This is an optimization exercise on Yosys and OpenROAD, whose aim is small area, not a production implementation. Only simulation tests tie the RTL to the original design; equivalence was not proved.

==> trial 97: inputs <==
==> flow/design.v <==
package regfile_pkg;
  localparam int DATA_W   = 32;
  localparam int ADDR_W   = 5;
  localparam int NUM_REGS = 2 ** ADDR_W;
  typedef logic [DATA_W-1:0] data_t;
  typedef logic [ADDR_W-1:0] addr_t;
  localparam addr_t REG_ZERO = 5'd0;
endpackage
module regfile_rd_port (
  input  regfile_pkg::addr_t                                        addr_i,
  input  logic [regfile_pkg::NUM_REGS-1:1]                          valid_i,
  input  logic                                                      phase_i,
  input  logic [regfile_pkg::NUM_REGS-1:1][regfile_pkg::DATA_W-1:0] mem_i,
  output regfile_pkg::data_t                                        data_o
);
  localparam int N = regfile_pkg::NUM_REGS;
  localparam int W = regfile_pkg::DATA_W;
  logic [3:0]   dec_lo;
  logic [7:0]   dec_hi;
  logic [N-1:1] sel;
  logic         idle_n;
  for (genvar k = 0; k < 4; k++) begin : g_lo
    assign dec_lo[k] = (addr_i[1:0] == 2'(k));
  end
  for (genvar k = 0; k < 8; k++) begin : g_hi
    assign dec_hi[k] = (addr_i[4:2] == 3'(k));
  end
  for (genvar i = 1; i < N; i++) begin : g_sel
    regfile_and3 u_sel (
      .a_i (valid_i[i]),
      .b_i (dec_hi[i/4]),
      .c_i (dec_lo[i%4]),
      .y_o (sel[i])
    );
  end
  assign idle_n = ~(phase_i & ~(|sel));
  for (genvar b = 0; b < W; b++) begin : g_bit
    logic [N-1:1] col;
    for (genvar i = 1; i < N; i++) begin : g_col
      assign col[i] = mem_i[i][b];
    end
    regfile_rd_bit u_bit (
      .sel_i  (sel),
      .col_i  (col),
      .idle_ni(idle_n),
      .phase_i(phase_i),
      .data_o (data_o[b])
    );
  end
endmodule
module regfile_rd_bit (
  input  logic [regfile_pkg::NUM_REGS-1:1] sel_i,
  input  logic [regfile_pkg::NUM_REGS-1:1] col_i,
  input  logic                             idle_ni,
  input  logic                             phase_i,
  output logic                             data_o
);
  logic [10:0] grp_n;
  logic [2:0]  part;
  for (genvar g = 0; g < 10; g++) begin : g_grp
    regfile_aoi222 u_aoi (
      .a_i (sel_i[3*g+3:3*g+1]),
      .b_i (col_i[3*g+3:3*g+1]),
      .y_no(grp_n[g])
    );
  end
  regfile_nand2 u_last (
    .a_i (sel_i[31]),
    .b_i (col_i[31]),
    .y_o (grp_n[10])
  );
  regfile_nand4 u_part0 (.a_i(grp_n[3:0]), .y_o(part[0]));
  regfile_nand4 u_part1 (.a_i(grp_n[7:4]), .y_o(part[1]));
  regfile_nand4 u_part2 (.a_i({idle_ni, grp_n[10:8]}), .y_o(part[2]));
  logic any;
  regfile_or3  u_any (.a_i(part), .y_o(any));
  regfile_xor2 u_out (.a_i(any), .b_i(phase_i), .y_o(data_o));
endmodule
module regfile_aoi222 (
  input  logic [2:0] a_i,
  input  logic [2:0] b_i,
  output logic       y_no
);
  assign y_no = ~(|(a_i & b_i));
endmodule
module regfile_and3 (
  input  logic a_i,
  input  logic b_i,
  input  logic c_i,
  output logic y_o
);
  assign y_o = a_i & b_i & c_i;
endmodule
module regfile_nand2 (
  input  logic a_i,
  input  logic b_i,
  output logic y_o
);
  assign y_o = ~(a_i & b_i);
endmodule
module regfile_nand4 (
  input  logic [3:0] a_i,
  output logic       y_o
);
  assign y_o = ~(&a_i);
endmodule
module regfile_or3 (
  input  logic [2:0] a_i,
  output logic       y_o
);
  assign y_o = |a_i;
endmodule
module regfile_xor2 (
  input  logic a_i,
  input  logic b_i,
  output logic y_o
);
  assign y_o = a_i ^ b_i;
endmodule
module reg_files (
  input  logic                                  CLK,
  input  logic                                  rst_n,
  input  logic [2*regfile_pkg::ADDR_W-1:0]      rs_rt,
  input  regfile_pkg::addr_t                    rwd,
  input  regfile_pkg::data_t                    wb_data,
  output regfile_pkg::data_t                    val_rs,
  output regfile_pkg::data_t                    val_rt
);
  localparam int N = regfile_pkg::NUM_REGS;
  localparam int W = regfile_pkg::DATA_W;
  logic                 phase_q;
  logic [N-1:1]         valid_q;
  logic [N-1:1]         wr, wr_n;
  regfile_pkg::data_t   wd;
  logic [N-1:1][W-1:0]  mem_q;
  always_ff @(posedge CLK or negedge rst_n) begin
    if (!rst_n) phase_q <= 1'b0;
    else        phase_q <= ~phase_q;
  end
  assign wd = wb_data ^ {W{phase_q}};
  for (genvar i = 1; i < N; i++) begin : g_reg
    assign wr[i]   = (rwd == regfile_pkg::addr_t'(i));
    assign wr_n[i] = ~wr[i];
    always_ff @(posedge CLK or negedge rst_n) begin
      if (!rst_n) valid_q[i] <= 1'b0;
      else        valid_q[i] <= valid_q[i] | wr[i];
    end
    for (genvar b = 0; b < W; b++) begin : g_bit
      regfile_bit u_bit (
        .CLK  (CLK),
        .wr_i (wr[i]),
        .wr_ni(wr_n[i]),
        .d_i  (wd[b]),
        .q_o  (mem_q[i][b])
      );
    end
  end
  regfile_rd_port u_rd_rs (
    .addr_i  (rs_rt[2*regfile_pkg::ADDR_W-1:regfile_pkg::ADDR_W]),
    .valid_i (valid_q),
    .phase_i (phase_q),
    .mem_i   (mem_q),
    .data_o  (val_rs)
  );
  regfile_rd_port u_rd_rt (
    .addr_i  (rs_rt[regfile_pkg::ADDR_W-1:0]),
    .valid_i (valid_q),
    .phase_i (phase_q),
    .mem_i   (mem_q),
    .data_o  (val_rt)
  );
endmodule
module regfile_bit (
  input  logic CLK,
  input  logic wr_i,
  input  logic wr_ni,
  input  logic d_i,
  output logic q_o
);
  always_ff @(posedge CLK) begin
    q_o <= ~((wr_ni | d_i) & (wr_i | q_o));
  end
endmodule
==> flow/flow/run.sh <==
#!/bin/bash
# The standard layout (the standard.sh, ORFS from synthesis to the final layout), with two
# changes: the port buffers are the smallest buffer cell, and clock tree synthesis uses
# clkbuf_8 leaf buffers on larger sink clusters without dummy loads.
set -euo pipefail
bash standard.sh \
  "BUFFER_PORTS_ARGS=-buffer_cell sky130_fd_sc_hd__buf_1" \
  "CTS_ARGS=-sink_clustering_enable -repair_clock_nets -dont_use_dummy_load -buf_list sky130_fd_sc_hd__clkbuf_8 -sink_clustering_size 14 -sink_clustering_max_diameter 60" \
  finish > standard_flow.log 2>&1
==> flow/standard.sh <==
#!/bin/bash
# synth_recipe.tcl (not shown) runs the flow's synth.tcl, then flattens the netlist and writes it again
# the make line also repeats each setting of config.mk as NAME=value (left out here)
make -C /OpenROAD-flow-scripts/flow DESIGN_CONFIG=/design/flow/config.mk WORK_HOME=/design/flow/orfs CLKGATE_MAP_FILE= SYNTH_SCRIPT=/design/flow/synth_recipe.tcl "${@:-finish}"
==> flow/config.mk <==
export PLATFORM = sky130hd
export DESIGN_NAME = reg_files
export DESIGN_NICKNAME = reg_files
export VERILOG_FILES = /design/flow/design.v
export SDC_FILE = /design/flow/constraint.sdc
export NUM_CORES = 4
export LEC_CHECK = 0
export CAP_MARGIN = 20
export CORE_MARGIN = 2
export CORE_UTILIZATION = 35
export SLEW_MARGIN = 20
export SYNTH_HIERARCHICAL = 1
export SYNTH_MINIMUM_KEEP_SIZE = 0
==> flow/constraint.sdc <==
create_clock -name core_clock -period 6.5 [get_ports {CLK}]
set_input_delay 1.3000 -clock core_clock [delete_from_list [all_inputs] [get_ports {CLK}]]
set_output_delay 1.3000 -clock core_clock [all_outputs]
set_load 0.01 [all_outputs]
==> trial 8: changes against trial 97 <==
--- a/flow/design.v
+++ b/flow/design.v
@@ -19,5 +19,5 @@
   logic [7:0]   dec_hi;
   logic [N-1:1] sel;
-  logic         idle_n;
+  logic         flip;
   for (genvar k = 0; k < 4; k++) begin : g_lo
     assign dec_lo[k] = (addr_i[1:0] == 2'(k));
@@ -34,5 +34,5 @@
     );
   end
-  assign idle_n = ~(phase_i & ~(|sel));
+  assign flip = phase_i & (|sel);
   for (genvar b = 0; b < W; b++) begin : g_bit
     logic [N-1:1] col;
@@ -43,6 +43,5 @@
       .sel_i  (sel),
       .col_i  (col),
-      .idle_ni(idle_n),
-      .phase_i(phase_i),
+      .flip_i (flip),
       .data_o (data_o[b])
     );
@@ -52,6 +51,5 @@
   input  logic [regfile_pkg::NUM_REGS-1:1] sel_i,
   input  logic [regfile_pkg::NUM_REGS-1:1] col_i,
-  input  logic                             idle_ni,
-  input  logic                             phase_i,
+  input  logic                             flip_i,
   output logic                             data_o
 );
@@ -72,8 +70,8 @@
   regfile_nand4 u_part0 (.a_i(grp_n[3:0]), .y_o(part[0]));
   regfile_nand4 u_part1 (.a_i(grp_n[7:4]), .y_o(part[1]));
-  regfile_nand4 u_part2 (.a_i({idle_ni, grp_n[10:8]}), .y_o(part[2]));
+  regfile_nand3 u_part2 (.a_i(grp_n[10:8]), .y_o(part[2]));
   logic any;
   regfile_or3  u_any (.a_i(part), .y_o(any));
-  regfile_xor2 u_out (.a_i(any), .b_i(phase_i), .y_o(data_o));
+  regfile_xor2 u_out (.a_i(any), .b_i(flip_i), .y_o(data_o));
 endmodule
 module regfile_aoi222 (
@@ -98,4 +96,10 @@
 );
   assign y_o = ~(a_i & b_i);
+endmodule
+module regfile_nand3 (
+  input  logic [2:0] a_i,
+  output logic       y_o
+);
+  assign y_o = ~(&a_i);
 endmodule
 module regfile_nand4 (
--- a/flow/flow/run.sh
+++ b/flow/flow/run.sh
@@ -6,4 +6,4 @@
 bash standard.sh \
   "BUFFER_PORTS_ARGS=-buffer_cell sky130_fd_sc_hd__buf_1" \
-  "CTS_ARGS=-sink_clustering_enable -repair_clock_nets -dont_use_dummy_load -buf_list sky130_fd_sc_hd__clkbuf_8 -sink_clustering_size 14 -sink_clustering_max_diameter 60" \
+  "CTS_ARGS=-sink_clustering_enable -repair_clock_nets -dont_use_dummy_load -buf_list sky130_fd_sc_hd__clkbuf_8 -sink_clustering_size 15 -sink_clustering_max_diameter 70" \
   finish > standard_flow.log 2>&1
--- a/flow/config.mk
+++ b/flow/config.mk
@@ -8,5 +8,5 @@
 export CAP_MARGIN = 20
 export CORE_MARGIN = 2
-export CORE_UTILIZATION = 35
+export CORE_UTILIZATION = 42
 export SLEW_MARGIN = 20
 export SYNTH_HIERARCHICAL = 1
==> build 20: changes against trial 97 <==
--- a/flow/flow/run.sh
+++ b/flow/flow/run.sh
@@ -6,4 +6,4 @@
 bash standard.sh \
   "BUFFER_PORTS_ARGS=-buffer_cell sky130_fd_sc_hd__buf_1" \
-  "CTS_ARGS=-sink_clustering_enable -repair_clock_nets -dont_use_dummy_load -buf_list sky130_fd_sc_hd__clkbuf_8 -sink_clustering_size 14 -sink_clustering_max_diameter 60" \
+  "CTS_ARGS=-sink_clustering_enable -repair_clock_nets -dont_use_dummy_load -buf_list sky130_fd_sc_hd__clkbuf_8 -sink_clustering_size 12 -sink_clustering_max_diameter 35" \
   finish > standard_flow.log 2>&1
==> out/metrics.cfg <==
[sta]
clock_skew_ns=0.0686
fmax_ghz=0.173

[drt]
drt_pass1_iterations=13
met2_wirelength_um=76000

[run_status]
status=complete, no violations

[final_layout]
diodes=16

[synthesis]
synth.distinct_cells=37

[power_and_ir_drop]
switching_share=0.323
p_switching_mw=4.87

[setup_path]
reg2reg_to=g_reg[24].g_bit[11].u_bit.q_o

Source of the figures above: trial 97

==> out/metrics.cfg <==
[run_status]
status=complete, no violations

[final_layout]
multi_input_area_share=0.409
diodes=8
multi_input_gates=2275
n_all_buffers=222

[power_and_ir_drop]
ir_worst_vdd_uv=163
switching_share=0.324
power_frac_clock=0.212

[sta]
period_needed_ns=5.96
fmax_ghz=0.168

[synthesis]
ys_async_sr_fraction=0.0313
synth.distinct_cells=36

[drt]
drt_pass1_iterations=14
drc=0
met2_wirelength_um=71000

[setup_path]
reg2reg_to=g_reg[22].g_bit[10].u_bit.q_o

Source of the figures above: trial 8

==> out/metrics.cfg <==
[run_status]
status=complete, no violations

[drt]
met2_wirelength_um=75100
drt_pass1_iterations=13

[sta]
fmax_ghz=0.175

[power_and_ir_drop]
switching_share=0.315

[final_layout]
diodes=19

[synthesis]
synth.distinct_cells=37

[setup_path]
reg2reg_to=g_reg[23].g_bit[11].u_bit.q_o

Source of the figures above: build 20

## port drivers added, routing unchanged
How much do the figures lean on ideal ports? The routed layouts below were timed once more, with nothing changed but the port constraints. Step 1 sets driving cells, clkbuf_16 on the clock port and buf_2 on the other inputs (assumed; they add their load-dependent delay and slew). Step 2 times the ports against the registers' clock, not the clock port: input delays grow and output delays shrink by t, the midpoint of the rising clock arrivals with the driver on. Three values: ideal, step 1, step 2; two values: the first two.
run | t (ns) | slack for setup (ns) | hold slack, ns
trial 97 | 0.804 | 0.731 / 0.673 / 0.673 | 0.477 / 0.477 / 0.477
trial 8 | 0.775 | 0.541 / 0.501 / 0.501 | 0.479 / 0.479 / 0.479
build 20 | 0.870 | 0.784 / 0.725 / 0.725 | 0.471 / 0.471 / 0.471
After both steps every run listed still meets setup and hold. The setup slack of build 20, which loses most, moves by -0.059 ns with the drivers and by -0.059 ns with both steps.
